This design comes from an exercise in tuning for a short achievable clock period and few clock cycles per item on the open sky130 flow, not from production work. The RTL was checked by simulation tests, not by an equivalence proof against the original design. Power and IR drop assume default switching activity.

// nx_grid_top
module nx_grid_top
(
      input  logic                 clk_i
    , input  logic                 reset_i
    , input  logic                 psel_i
    , input  logic                 penable_i
    , input  logic                 pwrite_i
    , input  logic [NX_APB_AW-1:0] paddr_i
    , input  logic [NX_MSG_W-1:0]  pwdata_i
    , output logic [NX_MSG_W-1:0]  prdata_o
    , output logic                 pready_o
    , output logic                 pslverr_o
);
Size: roughly 6400 cells after synthesis, roughly 1900 flip-flops, ~79 I/O pins, ~73000 sq um of cells after synthesis.
==> flow/config.mk <==
export PLATFORM = sky130hd
export DESIGN_NAME = nx_grid_top
export DESIGN_NICKNAME = nx_grid_top
export VERILOG_FILES = /design/flow/design.v
export SDC_FILE = /design/flow/constraint.sdc
export NUM_CORES = 4
export LEC_CHECK = 0
export ABC_CLOCK_PERIOD_IN_PS = 100
export CAP_MARGIN = 20
export CORE_MARGIN = 2
export CORE_UTILIZATION = 40
export SETUP_SLACK_MARGIN = 3.0
export SLEW_MARGIN = 20
export TNS_END_PERCENT = 100
==> flow/constraint.sdc <==
create_clock -name core_clock -period 5.0 [get_ports {clk_i}]
set_input_delay 1.0000 -clock core_clock [delete_from_list [all_inputs] [get_ports {clk_i}]]
set_output_delay 1.0000 -clock core_clock [all_outputs]
set_load 0.01 [all_outputs]
standard.sh (not shown) runs the stock make flow with config.mk's settings and CLKGATE_MAP_FILE= SYNTH_SCRIPT=/design/flow/synth_recipe.tcl, a recipe that flattens the netlist after the stock synthesis.
==> flow/flow/run.sh <==
#!/bin/bash
# Standard layout, except that the port buffers are plain buffers rather than
# the delay-cell the resizer picks by default, and that timing repair may
# swap a cell for any other of the same function (not only the same footprint).
set -euo pipefail
cd "$(dirname "$0")/.."
bash standard.sh synth > synth.log 2>&1
bash standard.sh finish \
    "BUFFER_PORTS_ARGS=-buffer_cell sky130_fd_sc_hd__buf_4" \
    MATCH_CELL_FOOTPRINT=0 > layout.log 2>&1
Testbench counts at the start, summed over its fixed seeds: cycles 15,310, runs 2,020.
Change:
--- a/flow/design.v
+++ b/flow/design.v
@@ -280,23 +280,23 @@
 always_ff @(posedge clk_i) begin
     if (reset_i) begin
         en_q     <= '0;
         inputs_q <= '0;
     end else begin
         if (do_load)   en_q     <= {en_q[NX_MAX_INSTRS-2:0], 1'b1};
         if (do_clear)  en_q     <= '0;
         if (do_inputs) inputs_q <= msg_data_i[NX_REGS-1:0];
     end
 end
 assign g0_d = decode_group(store_q[0], store_q[1], en_q[0], en_q[1], '0);
-assign g1_d = decode_group(store_q[2], store_q[3], en_q[2], en_q[3], g0_d[X_W-1:0]);
+assign g1_d = decode_group(store_q[2], store_q[3], en_q[2], en_q[3], g0_q[X_W-1:0]);
 always_ff @(posedge clk_i) begin
     g0_q <= g0_d;
     g1_q <= g1_d;
 end
 always_comb begin
     raw_d = '0;
     for (int g = 0; g < GROUPS; g++) begin
         raw_d = raw_d | (gnext_q[g] ? {en_q[2*g+1], en_q[2*g], store_q[2*g+1], store_q[2*g]} : '0);
     end
 end
 assign raw1    = {en_q[3], en_q[2], store_q[3], store_q[2]};
After rerunning: The new run completed with no timing, DRC or antenna violations; clock-buffer cell count is lower by 24; worst setup slack is worse by 9.3 ps; design area came out lower by 1.4%; maximum frequency goes down by 0.39%; global-route usage came out lower by 0.35 points; register-to-register slack improves by 140 ps.
Testbench counts after the change, summed over its fixed seeds: cycles 15,310, runs 2,020.

========
Another version of the RTL of nx_grid_top (not shown whole).
Size: about 6700 cells after synthesis, roughly 1900 flip-flops, roughly 79 I/O pins.
Settings: LEC_CHECK=0, ABC_CLOCK_PERIOD_IN_PS=100, CAP_MARGIN=20, CORE_MARGIN=2, CORE_UTILIZATION=40, SETUP_SLACK_MARGIN=2.5, SLEW_MARGIN=20, TNS_END_PERCENT=5; clock period 5.0 ns.
Scripts as last shown in full above: flow/flow/run.sh
Testbench counts at the start, summed over its fixed seeds: cycles 15,310, runs 2,020.
Change:
--- a/flow/design.v
+++ b/flow/design.v
@@ -312,27 +312,23 @@
     if (early_valid_i) begin
         cur_q <= g0_q[X_W-1:0];
     end else if (restart_q || park_q || ready_q) begin
         cur_q <= '0;
     end else begin
         cur_q <= nxt_q[X_W-1:0];
     end
     if (restart_q) begin
         nxt_q   <= g0_q;
         raw_q   <= raw1;
         gnext_q <= GROUPS'(1) << 2;
-    end else if (park_q) begin
-        nxt_q   <= nxt_q;
-        raw_q   <= raw_q;
-        gnext_q <= gnext_q;
-    end else if (ready_q) begin
+    end else if (park_q || ready_q) begin
         nxt_q   <= g1_q;
         raw_q   <= {en_q[5], en_q[4], store_q[5], store_q[4]};
         gnext_q <= GROUPS'(1) << 3;
     end else begin
         nxt_q   <= fetch_d;
         raw_q   <= raw_d;
         gnext_q <= gnext_q << 1;
     end
 end
 always_ff @(posedge clk_i) begin
     if (reset_i) begin
Outcome: Die area came out lower by 5.4%; non-clock buffer count fell by 16; worst hold slack improves by 33 ps; setup slack is worse by 64 ps; core utilization falls by 0.13 points; wire length decreases by 6.5%; clock-buffer cell count decreases by 5; sequential power is lower by about 6%; first-iteration DRC count drops by 2.3%; flip-flop and latch count is unchanged; combinational power came out lower by 29%; via count shrinks by 5.8%; design area shrinks by 5.4%.
Testbench counts after the change, summed over its fixed seeds: cycles 15,310, runs 2,020.

[afterwards: timing with drivers on the ports]
Ports are ideal in the flow. The routed layouts listed here were re-timed in OpenROAD. Step 1 sets driving cells, clkbuf_16 on the clock port and buf_2 on the other inputs (assumed; they add their load-dependent delay and slew). Step 2 also shifts input and output timing later by t, the mid clock arrival at the registers, as if the neighbouring blocks saw the same clock. Three values: ideal, step 1, step 2; two values: the first two.
| run | t, ns | setup WS [ns] | worst slew at a driven data input, ns | pins driven straight from the clock port |
|---|---|---|---|---|
| the first run of note 1 | 0.924 | 2.625 / 2.551 / 1.718 | 0.22 | 1 |
| the second run of note 1 | 0.898 | 2.616 / 2.534 / 1.702 | 0.23 | 1 |
| the first run of note 2 | 0.919 | 2.378 / 2.303 / 1.598 | 0.26 | 1 |
| the second run of note 2 | 0.913 | 2.314 / 2.295 / 1.382 | 0.18 | 1 |
After both steps every run listed still meets setup and hold. For the second run of note 2, which loses most, drivers alone change the setup slack by -0.019 ns; drivers and shift together by -0.932 ns.
